From an optimization exercise on the open Yosys and OpenROAD flow, aimed at small area; shortcuts taken in it are not production practice. Function was checked by simulation only, so behaviour that the tests miss may differ from the original. Power figures rest on the tool's default switching activity, not on a simulated workload.

Setup of job 101:
==> flow/design.v <==
`default_nettype none
package stadd_pkg;
    localparam int NUM_LANES  = 12;
    localparam int STSEL_W    = 4;                        
    localparam int STMASK_LSB = NUM_LANES * STSEL_W;      
    localparam int STTBL_W    = STMASK_LSB + NUM_LANES;   
    localparam int REG_W_DEF  = 16;
    localparam int EXA_W_DEF  = 16;
    localparam int EXSEL_MSB  = 15;
    localparam int EXSEL_LSB  = 12;
    localparam logic [EXSEL_MSB-EXSEL_LSB:0] EX_STBL = 4'h3;
    typedef struct packed {
        logic [NUM_LANES-1:0]         mask;
        logic [STMASK_LSB-1:0]        sel;
    } sttbl_entry_t;
    localparam logic [STMASK_LSB-1:0] IDENTITY_SEL = 48'hBA98_7654_3210;
endpackage
`default_nettype wire
`default_nettype none
import stadd_pkg::*;
module sttbl #(
    parameter int DATA_W = 16,
    parameter int ENT    = 16
) (
    input  logic                  clk,
    input  logic                  rst_n,
    input  logic                  we,
    input  logic                  re,
    input  logic [5:0]            addr,
    input  logic [DATA_W-1:0]     wd,
    output logic [DATA_W-1:0]     rd,
    input  logic [3:0]            idx,
    output logic [stadd_pkg::STMASK_LSB-1:0] sel,
    output logic [stadd_pkg::NUM_LANES-1:0]  mask
);
    localparam logic [63:0] DEF_WORDS = {16'h0000, IDENTITY_SEL};
    logic [15:0] tbl_w [0:4*ENT-1];    
    logic [ENT-1:0] vld;
    logic [15:0] wdata [0:3];
    always_comb begin
        for (int w = 0; w < 4; w++) begin
            wdata[w] = (addr[1:0] == 2'(w)) ? wd : DEF_WORDS[w*16 +: 16];
        end
        wdata[3][15:12] = 4'b0;
    end
    always_ff @(posedge clk or negedge rst_n) begin
        if (!rst_n) begin
            vld <= '0;
        end else if (we) begin
            vld[addr[5:2]] <= 1'b1;
        end
    end
    always_ff @(posedge clk) begin
        for (int e = 0; e < ENT; e++) begin
            for (int w = 0; w < 4; w++) begin
                if (we && addr[5:2] == 4'(e) && (addr[1:0] == 2'(w) || !vld[e])) begin
                    tbl_w[4*e+w] <= wdata[w];
                end
            end
        end
    end
    logic [59:0] lk_raw;
    logic        lk_v;
    always_comb begin
        lk_raw = '0;
        lk_v   = 1'b0;
        for (int e = 0; e < ENT; e++) begin
            if (idx == 4'(e) && vld[e]) begin
                lk_raw = lk_raw | {tbl_w[4*e+3][11:0], tbl_w[4*e+2], tbl_w[4*e+1], tbl_w[4*e]};
                lk_v   = 1'b1;
            end
        end
    end
    assign sel  = lk_raw[47:0] | (lk_v ? 48'h0 : IDENTITY_SEL);
    assign mask = lk_raw[59:48];
    logic [15:0] rd_word;
    logic        rd_v;
    always_comb begin
        rd_word = '0;
        rd_v    = 1'b0;
        for (int e = 0; e < ENT; e++) begin
            if (addr[5:2] == 4'(e) && vld[e]) begin
                rd_v = 1'b1;
                for (int w = 0; w < 4; w++) begin
                    if (addr[1:0] == 2'(w)) begin
                        rd_word = rd_word | ((w == 3) ? {4'b0, tbl_w[4*e+w][11:0]} : tbl_w[4*e+w]);
                    end
                end
            end
        end
        if (!rd_v) begin
            rd_word = DEF_WORDS[addr[1:0]*16 +: 16];
        end
    end
    always_ff @(posedge clk or negedge rst_n) begin
        if (!rst_n) begin
            rd <= '0;
        end else if (re) begin
            rd <= rd_word;
        end
    end
endmodule
`default_nettype wire
`default_nettype none
import stadd_pkg::*;
module stadd #(
    parameter int DATA_W = 16,
    parameter int LANES  = 12,
    parameter int ENT    = 16,
    parameter int REG_W  = stadd_pkg::REG_W_DEF,
    parameter int EXA_W  = stadd_pkg::EXA_W_DEF
) (
    input  logic                    clk,
    input  logic                    rst_n,
    input  logic                    i_st_op,
    input  logic [REG_W-1:0]        i_func,
    input  logic [DATA_W*LANES-1:0] i_pedata,
    output logic [DATA_W*LANES-1:0] o_dmemout,
    output logic [LANES-1:0]        o_dmem_we,
    input  logic                    i_dmem_ready,
    output logic                    o_ready,
    input  logic                    i_exwe,
    input  logic                    i_exre,
    input  logic [EXA_W-1:0]        i_exa,
    input  logic [DATA_W-1:0]       i_exwd,
    output logic [DATA_W-1:0]       o_exrd
);
    logic                    ex_hit;
    logic [STMASK_LSB-1:0]   tbl_sel;
    logic [NUM_LANES-1:0]    tbl_mask;
    logic                    s1_v;
    logic [DATA_W*LANES-1:0] s1_data;
    logic [STMASK_LSB-1:0]   s1_sel;
    logic [NUM_LANES-1:0]    s1_mask;
    logic                    stall;
    logic [DATA_W*LANES-1:0] perm_data;
    logic [LANES-1:0]        perm_we;
    logic unused_bits;
    assign unused_bits = ^{i_func, i_exa};
    assign ex_hit = (i_exa[EXSEL_MSB:EXSEL_LSB] == EX_STBL);
    sttbl #(
        .DATA_W (DATA_W),
        .ENT    (ENT)
    ) u_sttbl (
        .clk   (clk),
        .rst_n (rst_n),
        .we    (i_exwe & ex_hit),
        .re    (i_exre & ex_hit),
        .addr  (i_exa[5:0]),
        .wd    (i_exwd),
        .rd    (o_exrd),
        .idx   (i_func[3:0]),
        .sel   (tbl_sel),
        .mask  (tbl_mask)
    );
    assign stall   = (|o_dmem_we) & ~i_dmem_ready;
    assign o_ready = ~(s1_v & stall);
    always_ff @(posedge clk or negedge rst_n) begin
        if (!rst_n) begin
            s1_v <= 1'b0;
        end else if (o_ready) begin
            s1_v <= i_st_op;
        end
    end
    always_ff @(posedge clk) begin
        if (o_ready) begin
            s1_data <= i_pedata;
            s1_sel  <= tbl_sel;
            s1_mask <= tbl_mask;
        end
    end
    always_comb begin
        perm_data = '0;
        perm_we   = '0;
        for (int j = 0; j < LANES; j++) begin
            for (int k = 0; k < LANES; k++) begin
                if (s1_sel[j*STSEL_W +: STSEL_W] == STSEL_W'(k)) begin
                    perm_data[j*DATA_W +: DATA_W] = perm_data[j*DATA_W +: DATA_W] |
                                                    s1_data[k*DATA_W +: DATA_W];
                end
            end
            perm_we[j] = s1_mask[j] &
                         (s1_sel[j*STSEL_W +: STSEL_W] < STSEL_W'(LANES));
        end
    end
    always_ff @(posedge clk or negedge rst_n) begin
        if (!rst_n) begin
            o_dmemout <= '0;
            o_dmem_we <= '0;
        end else if (!stall) begin
            if (s1_v) begin
                o_dmemout <= perm_data;
                o_dmem_we <= perm_we;
            end else begin
                o_dmem_we <= '0;
            end
        end
    end
endmodule
`default_nettype wire
==> flow/config.mk <==
export PLATFORM = sky130hd
export DESIGN_NAME = stadd
export DESIGN_NICKNAME = stadd
export VERILOG_FILES = /design/flow/design.v
export SDC_FILE = /design/flow/constraint.sdc
export NUM_CORES = 4
export LEC_CHECK = 0
export CAP_MARGIN = 20
export CORE_MARGIN = 2
export CORE_UTILIZATION = 30
export PLACE_DENSITY = 0.35
export SLEW_MARGIN = 20
==> flow/constraint.sdc <==
create_clock -name core_clock -period 5.0 [get_ports {clk}]
set_input_delay 1.0000 -clock core_clock [delete_from_list [all_inputs] [get_ports {clk}]]
set_output_delay 1.0000 -clock core_clock [all_outputs]
set_load 0.01 [all_outputs]
run.sh (not shown) runs the stock make flow with config.mk's settings and CLKGATE_MAP_FILE= SYNTH_SCRIPT=/design/flow/synth_recipe.tcl, a recipe that flattens the netlist after the stock synthesis.
Job 101: PASS, flow complete, no timing, DRC or antenna violations
Changes in job 102 relative to job 101:
==> flow/design.v, changed modules only <==
module stadd #(
    parameter int DATA_W = 16,
    parameter int LANES  = 12,
    parameter int ENT    = 16,
    parameter int REG_W  = stadd_pkg::REG_W_DEF,
    parameter int EXA_W  = stadd_pkg::EXA_W_DEF
) (
    input  logic                    clk,
    input  logic                    rst_n,
    input  logic                    i_st_op,
    input  logic [REG_W-1:0]        i_func,
    input  logic [DATA_W*LANES-1:0] i_pedata,
    output logic [DATA_W*LANES-1:0] o_dmemout,
    output logic [LANES-1:0]        o_dmem_we,
    input  logic                    i_dmem_ready,
    output logic                    o_ready,
    input  logic                    i_exwe,
    input  logic                    i_exre,
    input  logic [EXA_W-1:0]        i_exa,
    input  logic [DATA_W-1:0]       i_exwd,
    output logic [DATA_W-1:0]       o_exrd
);
    logic                    ex_hit;
    logic [STMASK_LSB-1:0]   tbl_sel;
    logic [NUM_LANES-1:0]    tbl_mask;
    logic                    s1_v;
    logic [DATA_W*LANES-1:0] s1_data;
    logic [LANES-1:0]        s1_we;
    logic                    stall;
    logic [DATA_W*LANES-1:0] perm_data;
    logic [LANES-1:0]        perm_we;
    logic unused_bits;
    assign unused_bits = ^{i_func, i_exa};
    assign ex_hit = (i_exa[EXSEL_MSB:EXSEL_LSB] == EX_STBL);
    sttbl #(
        .DATA_W (DATA_W),
        .ENT    (ENT)
    ) u_sttbl (
        .clk   (clk),
        .rst_n (rst_n),
        .we    (i_exwe & ex_hit),
        .re    (i_exre & ex_hit),
        .addr  (i_exa[5:0]),
        .wd    (i_exwd),
        .rd    (o_exrd),
        .idx   (i_func[3:0]),
        .sel   (tbl_sel),
        .mask  (tbl_mask)
    );
    assign stall   = (|o_dmem_we) & ~i_dmem_ready;
    assign o_ready = ~(s1_v & stall);
    always_comb begin
        perm_data = '0;
        perm_we   = '0;
        for (int j = 0; j < LANES; j++) begin
            for (int k = 0; k < LANES; k++) begin
                if (tbl_sel[j*STSEL_W +: STSEL_W] == STSEL_W'(k)) begin
                    perm_data[j*DATA_W +: DATA_W] = perm_data[j*DATA_W +: DATA_W] |
                                                    i_pedata[k*DATA_W +: DATA_W];
                end
            end
            perm_we[j] = tbl_mask[j] &
                         (tbl_sel[j*STSEL_W +: STSEL_W] < STSEL_W'(LANES));
        end
    end
    always_ff @(posedge clk or negedge rst_n) begin
        if (!rst_n) begin
            s1_v <= 1'b0;
        end else if (o_ready) begin
            s1_v <= i_st_op;
        end
    end
    always_ff @(posedge clk) begin
        if (o_ready) begin
            s1_data <= perm_data;
            s1_we   <= perm_we;
        end
    end
    always_ff @(posedge clk or negedge rst_n) begin
        if (!rst_n) begin
            o_dmemout <= '0;
            o_dmem_we <= '0;
        end else if (!stall) begin
            if (s1_v) begin
                o_dmemout <= s1_data;
                o_dmem_we <= s1_we;
            end else begin
                o_dmem_we <= '0;
            end
        end
    end
endmodule
==> notes.md <==
Job 102 | stages: all done | timing, DRC, antenna: all pass. On y dimension of the die: job 102 sits above job 101. NOTE number of global-route vias before repair job 101->job 102 increased by more than 10%. Job 101 reports its power group with the largest share as combinational cells while job 102 reports registers. Against job 101, count of flip-flops with a built-in enable after synthesis in job 102 fell by a few percent. When the final numbers for job 101 and job 102 were put side by side, the number of buffers created by CTS turned out to be greater in job 101. Job 102 vs job 101: post-layout utilization of the core up in job 102. The estimated power of job 102 ends up lower than the estimate for job 101. The lower worst-case setup margin in the final layout came out of job 102. Delta (job 102 minus job 101): number of flip-flops and latches lost 48, cell area saw an increase.

==> what the ideal ports hide <==
The flow's constraints put no driver on any port. The routed layouts listed below were extracted and timed again, unchanged, in two steps. Step 1 (the two cells are an assumption about what drives the block):
set clk [get_ports {clk}]
set_driving_cell -lib_cell sky130_fd_sc_hd__clkbuf_16 $clk
set_driving_cell -lib_cell sky130_fd_sc_hd__buf_2 [delete_from_list [all_inputs] $clk]
Step 2 moves the port delays by t, midway between the first and last clock arrival at a register: inputs arrive t later, outputs are due t later. That takes back most of the time a late clock gives input paths. a / b / c = ideal ports / drivers / drivers and shift; a / b = the first two.
| run | t (ns) | setup WS [ns] | hold WS [ns] | worst register clock-pin slew, ns | worst data-port slew with drivers (ns) | pins driven straight from the clock port |
|---|---|---|---|---|---|---|
| job 101 | 0.930 | 0.639 / 0.542 / 0.202 | 0.038 / -0.004 / 0.466 | 0.07 / 0.07 | 0.13 | 1 |
| job 102 | 0.984 | 0.165 / 0.242 / -0.743 | 0.151 / 0.096 / 0.461 | 0.08 / 0.08 | 0.20 | 1 |
Met with ideal ports but missed after step 2: setup timing in job 102. The setup slack of job 102, which loses most, moves by +0.077 ns with the drivers and by -0.908 ns with both steps.
